Source: an optimization exercise on an open RTL-to-GDS flow (aim: small area). Production flows keep margins and buffers that such runs may drop.
Only simulation tests tie the RTL to the original design; equivalence was not proved.
No activity file was given, so power comes from the tool's default toggle rates.

==> flow/design.v <==
`timescale 1ns/1ns
`default_nettype none
module rv_alu_execute (
    input  logic                clk,
    input  logic [32-1:0] instr,
    input  logic [32-1:0] rs1,
    input  logic [32-1:0] rs2,
    output logic [32-1:0] value,      
    output logic                illegal
);
    localparam int CUT1 = 11;
    localparam int CUT2 = 22;
    logic [6:0]  opcode;
    logic [2:0]  f3;
    logic [6:0]  f7;
    logic        is_op, is_opi, f7_base, f7_alt;
    logic [31:0] a, b, ax, p, sr_in, sr, x1, x0;
    logic [32:0] c;
    logic        sub, fill, slt_bit, c1_q, c2_q;
    logic        en_add, en_xo, en_ao, en_srl, en_sll, en_slt, en_sltu;
    assign opcode  = instr[6:0];
    assign f3      = instr[14:12];
    assign f7      = instr[31:25];
    assign is_op   = (opcode == 7'b0110011);
    assign is_opi  = (opcode == 7'b0010011);
    assign f7_base = (f7 == 7'b0000000);
    assign f7_alt  = (f7 == 7'b0100000);
    always_comb begin
        illegal = !(is_op || is_opi);
        if (is_op && !(f7_base || (f7_alt && (f3 == 3'b000 || f3 == 3'b101))))
            illegal = 1'b1;
        if (is_opi && f3 == 3'b001 && !f7_base)
            illegal = 1'b1;
        if (is_opi && f3 == 3'b101 && !(f7_base || f7_alt))
            illegal = 1'b1;
    end
    assign en_add  = !illegal && (f3 == 3'b000);
    assign en_sll  = !illegal && (f3 == 3'b001);
    assign en_slt  = !illegal && (f3 == 3'b010);
    assign en_sltu = !illegal && (f3 == 3'b011);
    assign en_xo   = !illegal && (f3 == 3'b100 || f3 == 3'b110);    
    assign en_srl  = !illegal && (f3 == 3'b101);
    assign en_ao   = !illegal && (f3 == 3'b110 || f3 == 3'b111);    
    assign a = rs1;
    assign b = instr[5] ? rs2 : {{20{instr[31]}}, instr[31:20]};
    assign sub = (f3 == 3'b000) ? (instr[5] & instr[30]) : (f3[2:1] == 2'b01);
    assign ax  = a ^ {32{sub}};
    assign p   = ax ^ b;                
    always_comb begin
        c[0] = sub;
        for (int i = 0; i < 32; i++) begin
            if (i + 1 == CUT1)      c[i+1] = c1_q;
            else if (i + 1 == CUT2) c[i+1] = c2_q;
            else                    c[i+1] = p[i] ? c[i] : a[i];
        end
    end
    always_ff @(posedge clk) begin
        c1_q <= p[CUT1-1] ? c[CUT1-1] : a[CUT1-1];
        c2_q <= p[CUT2-1] ? c[CUT2-1] : a[CUT2-1];
    end
    assign slt_bit = (en_sltu & ~c[32]) | (en_slt & ((a[31] ^ b[31]) ? a[31] : ~c[32]));
    assign fill = f3[2] & instr[30] & a[31];
    always_comb begin
        for (int i = 0; i < 32; i++) sr_in[i] = f3[2] ? a[i] : a[31-i];
    end
    logic [31:0] lv [0:5];
    assign lv[0] = sr_in;
    for (genvar k = 0; k < 5; k++) begin : g_lvl
        localparam int SB = 4 - k;
        localparam int SH = 1 << SB;
        for (genvar i = 0; i < 32; i++) begin : g_bit
            if (i + SH < 32) assign lv[k+1][i] = b[SB] ? lv[k][i+SH] : lv[k][i];
            else             assign lv[k+1][i] = b[SB] ? fill : lv[k][i];
        end
    end
    assign sr = lv[5];
    assign x1 = ({32{en_add}} & ~c[31:0]) | {32{en_xo}};
    assign x0 = ({32{en_add}} &  c[31:0]) | ({32{en_ao}} & a);
    always_comb begin
        for (int i = 0; i < 32; i++) begin
            value[i] = (p[i] ? x1[i] : x0[i])
                     | (en_srl & sr[i])
                     | (en_sll & sr[31-i]);
        end
        value[0] = value[0] | slt_bit;
    end
endmodule
`default_nettype wire
`timescale 1ns/1ns
`default_nettype none
module rv_alu_top (
    input  logic                   clk,
    input  logic                   arst_n,
    input  logic [5-1:0] awaddr,
    input  logic                   awvalid,
    output logic                   awready,
    input  logic [32-1:0]    wdata,
    input  logic [3:0]             wstrb,
    input  logic                   wvalid,
    output logic                   wready,
    output logic [1:0]             bresp,
    output logic                   bvalid,
    input  logic                   bready,
    input  logic [5-1:0] araddr,
    input  logic                   arvalid,
    output logic                   arready,
    output logic [32-1:0]    rdata,
    output logic [1:0]             rresp,
    output logic                   rvalid,
    input  logic                   rready
);
    logic                wr_rdy_q;       
    logic                wr_fire, wr_en, rd_fire;
    logic [32-1:0] rs1, rs2, instr;
    logic                s1_q, s2_q, s3_q;   
    logic [32-1:0] alu_value;
    logic                alu_illegal;
    logic [32-1:0] result_q;       
    logic                res_ok_q;       
    logic                illegal_flag;
    logic [15:0]         done_count;
    logic [16:0]         inc_c;
    logic [32-1:0] rd_data;
    assign awready = wr_rdy_q;
    assign wready  = wr_rdy_q;
    assign bresp   = 2'b00;
    assign rresp   = 2'b00;
    assign wr_fire = awvalid && wr_rdy_q && wvalid;
    assign rd_fire = arvalid && arready;
    assign wr_en   = wr_fire && (awaddr[1:0] == 2'b00) && (&wstrb);
    always_ff @(posedge clk or negedge arst_n) begin
        if (!arst_n) begin
            wr_rdy_q <= 1'b0;
            bvalid   <= 1'b0;
            arready  <= 1'b0;
            rvalid   <= 1'b0;
            s1_q     <= 1'b0;
            s2_q     <= 1'b0;
            s3_q     <= 1'b0;
        end else begin
            wr_rdy_q <= awvalid && wvalid && !wr_rdy_q && !bvalid;
            arready  <= arvalid && !arready && !rvalid;
            s1_q     <= wr_en && (awaddr[4:2] == 3'd2);
            s2_q     <= s1_q;
            s3_q     <= s2_q;
            if (wr_fire)     bvalid <= 1'b1;
            else if (bready) bvalid <= 1'b0;
            if (rd_fire)     rvalid <= 1'b1;
            else if (rready) rvalid <= 1'b0;
        end
    end
    always_ff @(posedge clk) begin
        if (wr_en && awaddr[4:2] == 3'd0) rs1   <= wdata;
        if (wr_en && awaddr[4:2] == 3'd1) rs2   <= wdata;
        if (wr_en && awaddr[4:2] == 3'd2) instr <= wdata;
    end
    rv_alu_execute i_execute (
        .clk, .instr, .rs1, .rs2, .value(alu_value), .illegal(alu_illegal)
    );
    always_ff @(posedge clk) begin
        if (s3_q) result_q <= alu_value;
    end
    always_comb begin
        inc_c[0] = s3_q;
        for (int i = 0; i < 16; i++) inc_c[i+1] = inc_c[i] & done_count[i];
    end
    always_ff @(posedge clk or negedge arst_n) begin
        if (!arst_n) begin
            res_ok_q     <= 1'b0;
            illegal_flag <= 1'b0;
            done_count   <= '0;
        end else begin
            done_count <= done_count ^ inc_c[15:0];
            res_ok_q     <= res_ok_q | s3_q;
            illegal_flag <= illegal_flag | (s3_q & alu_illegal);
        end
    end
    always_comb begin
        rd_data = '0;
        if (araddr[1:0] == 2'b00 && !rvalid) begin
            case (araddr[4:2])
                3'd0:    rd_data = rs1;
                3'd1:    rd_data = rs2;
                3'd2:    rd_data = instr;
                3'd3:    rd_data = res_ok_q ? result_q : '0;
                3'd4:    rd_data = {done_count, 15'd0, illegal_flag};
                default: rd_data = '0;
            endcase
        end
    end
    always_ff @(posedge clk) begin
        rdata <= rd_data | (rdata & {32{rvalid}});
    end
endmodule
`default_nettype wire
Settings: LEC_CHECK=0, ABC_AREA=1, CAP_MARGIN=0, CORE_MARGIN=2, CORE_UTILIZATION=55, SLEW_MARGIN=0; clock period 5.0 ns.
standard.sh (not shown) runs the stock make flow with config.mk's settings and CLKGATE_MAP_FILE= SYNTH_SCRIPT=/design/flow/synth_recipe.tcl, a recipe that flattens the netlist after the stock synthesis.
==> flow/flow/run.sh <==
#!/bin/bash
set -euo pipefail
rm -rf scripts_mod
cp -r "$FLOW_HOME/scripts" scripts_mod
printf 'strash\ndch -f\namap\ntopo\n' > scripts_mod/abc_area.script
export SCRIPTS_DIR="$PWD/scripts_mod"
export BUFFER_PORTS_ARGS="-buffer_cell sky130_fd_sc_hd__buf_1"
export CTS_ARGS="-sink_clustering_enable -repair_clock_nets -buf_list sky130_fd_sc_hd__clkbuf_8 -root_buf sky130_fd_sc_hd__clkbuf_16 -sink_clustering_size 20 -dont_use_dummy_load"
bash standard.sh > standard_make.log 2>&1
Next try:
--- a/flow/design.v
+++ b/flow/design.v
@@ -172,11 +172,13 @@
         end else begin
             done_count <= done_count ^ inc_c[15:0];
-            res_ok_q     <= res_ok_q | s3_q;
-            illegal_flag <= illegal_flag | (s3_q & alu_illegal);
+            if (s3_q) begin
+                res_ok_q     <= 1'b1;
+                illegal_flag <= illegal_flag | alu_illegal;
+            end
         end
     end
     always_comb begin
         rd_data = '0;
-        if (araddr[1:0] == 2'b00 && !rvalid) begin
+        if (araddr[1:0] == 2'b00) begin
             case (araddr[4:2])
                 3'd0:    rd_data = rs1;
@@ -190,5 +192,5 @@
     end
     always_ff @(posedge clk) begin
-        rdata <= rd_data | (rdata & {32{rvalid}});
+        if (!rvalid) rdata <= rd_data;
     end
 endmodule
Result: Global-route usage rises by 1.7 points; total power rises by a few percent; hold slack improved by 0.029 ns; clock power rises slightly; routed wire length rises by a few percent; worst setup slack improved by 0.034 ns; die area rises slightly; cell area rises slightly; via count hardly moves; final cell count falls by a few percent; sequential cell count is unchanged; maximum frequency rises slightly; register-to-register slack improved by 0.03 ns; area after synthesis rises slightly.

-- port drivers added, routing unchanged --
How much do the figures lean on ideal ports? The routed layouts below were timed once more, with nothing changed but the port constraints.
Step 1 (the two cells are an assumption about what drives the block):
set clk [get_ports {clk}]
set_driving_cell -lib_cell sky130_fd_sc_hd__clkbuf_16 $clk
set_driving_cell -lib_cell sky130_fd_sc_hd__buf_2 [delete_from_list [all_inputs] $clk]
Step 2 times the ports against the registers' clock, not the clock port: input delays grow and output delays shrink by t, the midpoint of the rising clock arrivals with the driver on.
a / b / c = no drivers / after step 1 / after step 2; a / b = the first two.
run	t (ns)	setup slack, ns	clock arrival spread, ns	pins driven straight from the clock port
the first run	0.442	0.427 / 0.427 / 0.427	0.043 / 0.044	1
the second run	0.434	0.461 / 0.461 / 0.461	0.042 / 0.042	1
After both steps setup and hold are still met in every run listed.
